Context: an optimization exercise on an open-source flow, tuned for small area, a short achievable clock period and few clock cycles per item. The choices shown serve that exercise and are no tape-out recipe.
At most, simulation tests tie the RTL to the original design; equivalence was not proved.

==> inputs of trial 18 <==
==> flow/design.v (excerpt) <==
module exchange_sort_double_keys_unit #(
    parameter int MAX_ITEMS = esdk_pkg::MAX_ITEMS_DEF,
    parameter int KEY_BITS  = esdk_pkg::KEY_BITS_DEF
) (
    input  logic                aclk,
    input  logic                aresetn,
    input  logic                s_valid,
    output logic                s_ready,
    input  logic [KEY_BITS-1:0] s_key,
    input  logic                s_last,
    output logic                m_valid,
    input  logic                m_ready,
    output logic [KEY_BITS-1:0] m_sorted_key,
    output logic                m_end_of_set,
    output logic                m_dropped
);
Settings: LEC_CHECK=0, CAP_MARGIN=20, CORE_MARGIN=2, CORE_UTILIZATION=45, SETUP_SLACK_MARGIN=2.8, SLEW_MARGIN=20; clock period 6.0 ns.
standard.sh (not shown) runs the stock make flow with config.mk's settings and CLKGATE_MAP_FILE= SYNTH_SCRIPT=/design/flow/synth_recipe.tcl, a recipe that flattens the netlist after the stock synthesis.
==> flow/flow/run.sh <==
#!/bin/bash
# Standard layout, except that synthesis maps logic with a delay-targeted ABC script
# (flow/abc_speed.script in place of ORFS's scripts/abc_speed.script). Everything else,
# including the rest of the synthesis script, is ORFS's own.
set -euo pipefail
W=$(pwd)
rm -rf "$W/scripts_abc"
cp -r "$FLOW_HOME/scripts" "$W/scripts_abc"
cp "$W/flow/abc_speed.script" "$W/scripts_abc/abc_speed.script"
bash "$W/standard.sh" "SCRIPTS_DIR=$W/scripts_abc" synth > "$W/synth.log" 2>&1
bash "$W/standard.sh" > "$W/layout.log" 2>&1
==> flow/flow/abc_speed.script <==
strash
dch
map -D 800
topo
buffer -c
upsize -c
dnsize -c
==> build 86 (differences from trial 18) <==
--- a/flow/design.v
+++ b/flow/design.v
@@ -61,25 +61,24 @@
     logic [N-1:0] gt, inc, first_free, wsel, wen, vld_n, omax_n;
     logic         no_gt, new_head;
     logic [CW-1:0] pcnt;
     logic [CW-1:0] pend2_pos;
     assign full    = nvld_q[CW-1];           
     assign ovf     = ocnt_q[CW-1];           
-    logic                o1_vld_q, o1_eos_q, o1_drp_q;
-    logic [KEY_BITS-1:0] o1_key_q;
-    logic                head_rdy_q, sr_q, o1_load;
-    logic                head_rdy;
-    assign head_rdy = head_rdy_q;
+    logic                o1_vld_q, o1_eos_q, o1_drp_q, o2_vld_q, o2_eos_q, o2_drp_q;
+    logic [KEY_BITS-1:0] o1_key_q, o2_key_q;
+    logic                head_rdy, o1_load;
+    assign head_rdy = |(head_q & cls_q);
+    assign drain    = head_rdy && !o2_vld_q;
     assign o1_load  = !o1_vld_q || m_ready;
-    assign drain    = head_rdy && o1_load;
     assign m_valid  = o1_vld_q;
     assign consume = b_vld_q && (ovf || !full || drain);
     assign ins     = consume && !ovf;
     assign close   = consume && b_last_q;
     assign b_load  = !b_vld_q || consume;
-    assign s_ready = sr_q || (head_rdy_q && m_ready);
+    assign s_ready = !a_vld_q || b_load;
     logic [KEY_BITS-1:0] head_key;
     always_comb begin
         head_key = '0;
         for (int j = 0; j < N; j++) head_key = head_key | (key_q[j] & {KEY_BITS{head_q[j]}});
     end
     logic [KEY_BITS-1:0] hd_key;
@@ -89,20 +88,29 @@
     assign hd_drp = |(head_q & drp_q);
     assign m_sorted_key = o1_key_q;
     assign m_end_of_set = o1_eos_q;
     assign m_dropped    = o1_drp_q;
     always_ff @(posedge aclk) begin
         if (o1_load) begin
-            o1_key_q <= hd_key;
-            o1_eos_q <= hd_eos;
-            o1_drp_q <= hd_drp;
+            o1_key_q <= o2_vld_q ? o2_key_q : hd_key;
+            o1_eos_q <= o2_vld_q ? o2_eos_q : hd_eos;
+            o1_drp_q <= o2_vld_q ? o2_drp_q : hd_drp;
+        end
+        if (!o1_load && !o2_vld_q) begin
+            o2_key_q <= hd_key;
+            o2_eos_q <= hd_eos;
+            o2_drp_q <= hd_drp;
         end
         if (!aresetn) begin
             o1_vld_q <= 1'b0;
+            o2_vld_q <= 1'b0;
         end else if (o1_load) begin
-            o1_vld_q <= drain;
+            o1_vld_q <= o2_vld_q || drain;
+            o2_vld_q <= 1'b0;
+        end else if (drain) begin
+            o2_vld_q <= 1'b1;
         end
     end
     logic lt_ab;
     assign lt_ab = esdk_pkg::key_lt(a_key_q, b_key_q);
     genvar g;
     for (g = 0; g < N; g++) begin : g_cmp
@@ -155,30 +163,17 @@
         logic [PW-1:0] pos_c;
         assign pos_c = pend2_q[g] ? PW'(pend2_pos) : pos_q[g];
         always_ff @(posedge aclk) begin
             if (wen[g]) key_q[g] <= b_key_q;
             pos_q[g]  <= inc[g] ? (drain ? pos_c : pos_c + PW'(1))
                                 : (drain ? pos_c - PW'(1) : pos_c);
-            cls_q[g]  <= cls_n[g];
+            cls_q[g]  <= close || (!wsel[g] && cls_q[g]);
             eos_q[g]  <= (!wsel[g] && eos_q[g]) || (close && omax_n[g]);
             drp_q[g]  <= !wsel[g] && (drp_q[g] || (close && ovf));
         end
     end
-    logic          a_vld_n, b_vld_n, o1_vld_n, full_n, ovf_n, head_rdy_n;
-    logic [CW-1:0] nvld_n, ocnt_n;
-    logic [N-1:0]  cls_n;
-    assign a_vld_n  = s_ready ? s_valid : a_vld_q;
-    assign b_vld_n  = b_load ? a_vld_q : b_vld_q;
-    assign o1_vld_n = o1_load ? drain : o1_vld_q;
-    assign nvld_n   = ins ? (drain ? nvld_q : nvld_q + CW'(1))
-                          : (drain ? nvld_q - CW'(1) : nvld_q);
-    assign ocnt_n   = close ? '0 : ins ? ocnt_q + CW'(1) : ocnt_q;
-    assign full_n   = nvld_n[CW-1];
-    assign ovf_n    = ocnt_n[CW-1];
-    assign cls_n    = {N{close}} | (~wsel & cls_q);
-    assign head_rdy_n = |(head_n & cls_n);
     always_ff @(posedge aclk) begin
         omax_q  <= omax_n;
         pend1_q <= wsel;
         pend2_q <= pend1_q & ~wsel;
         gt_q    <= gt;
         pcnt_q  <= pcnt;
@@ -196,23 +191,19 @@
         end
         if (!aresetn) begin
             vld_q    <= '0;
             head_q   <= '0;
             nvld_q   <= '0;
             ocnt_q   <= '0;
-            sr_q       <= 1'b1;
-            head_rdy_q <= 1'b0;
             a_vld_q  <= 1'b0;
             b_vld_q  <= 1'b0;
         end else begin
             vld_q    <= vld_n;
             head_q   <= head_n;
-            nvld_q   <= nvld_n;
-            sr_q       <= !a_vld_n || !b_vld_n || ovf_n || !full_n ||
-                          (head_rdy_n && !o1_vld_n);
-            head_rdy_q <= head_rdy_n;
-            ocnt_q   <= ocnt_n;
-            a_vld_q  <= a_vld_n;
-            b_vld_q  <= b_vld_n;
+            nvld_q   <= ins ? (drain ? nvld_q : nvld_q + CW'(1))
+                            : (drain ? nvld_q - CW'(1) : nvld_q);
+            ocnt_q   <= close ? '0 : ins ? ocnt_q + CW'(1) : ocnt_q;
+            if (s_ready) a_vld_q <= s_valid;
+            if (b_load)  b_vld_q <= a_vld_q;
         end
     end
 endmodule
--- a/flow/config.mk
+++ b/flow/config.mk
@@ -4,9 +4,10 @@
 export VERILOG_FILES = /design/flow/design.v
 export SDC_FILE = /design/flow/constraint.sdc
 export NUM_CORES = 4
 export LEC_CHECK = 0
 export CAP_MARGIN = 20
 export CORE_MARGIN = 2
-export CORE_UTILIZATION = 45
-export SETUP_SLACK_MARGIN = 2.8
+export CORE_UTILIZATION = 35
+export SETUP_SLACK_MARGIN = 3.0
 export SLEW_MARGIN = 20
+export TNS_END_PERCENT = 20
==> impl_metrics.yaml <==
outcome:
  status: "complete, no violations"
clock_network:
  cts.sinks: 1536
setup_path:
  path_cells: "a22oi_2, nand4_2, nor2_4, nor2_4, nor2_4, nand2_8, buf_6"
routing:
  first_iter_violations: 11865
power_and_ir_drop:
  p_seq_w: 0.0134
[end of results for build 86]
==> impl_metrics.yaml <==
synth:
  synth_edf_count: 1236
clock_network:
  cts.sinks: 1471
routing:
  routedWlPerCell_um: 32.9
  first_iter_violations: 10361
power_and_ir_drop:
  p_seq_w: 0.0122
outcome:
  status: "complete, no violations"
setup_path:
  path_cells: "inv_2, buf_12, nand2_4, nor2_4, o211ai_1, buf_4, a32oi_1, nand4_1, o22ai_2, buf_4, buf_6, o211ai_1, nand3_1, nand2_1, a22oi_2, nand4_1, o21ai_1, nand2_1"
[end of results for trial 18]
Testbench counts of trial 18, summed over its fixed seeds: cycles 4,907, items 4,755.
For build 86, only the layout was checked, not whether the RTL still works.

==> separate check: timing with driven ports <==
No port has a modelled driver above. Below, the same layouts with a new extraction and two added sets of constraints.
Step 1, drivers: a clkbuf_16 drives aclk and a buf_2 each remaining input, both assumed.
Step 2 times the ports against the registers' clock, not the clock port: input delays grow and output delays shrink by t, the midpoint of the rising clock arrivals with the driver on.
Three values: no drivers, after step 1, after step 2; two values: the first two.
run	t (ns)	setup slack, ns	hold WS [ns]	latest minus earliest clock arrival (ns)	cell pins on the clock port's net
trial 18	0.921	2.510 / 2.492 / 1.571	0.427 / 0.427 / 0.427	0.031 / 0.031	1
build 86	0.957	2.396 / 2.296 / 2.195	0.439 / 0.439 / 0.439	0.063 / 0.063	1
After both steps every run listed still meets setup and hold. For trial 18, which loses most, drivers alone change the setup slack by -0.018 ns; drivers and shift together by -0.939 ns.
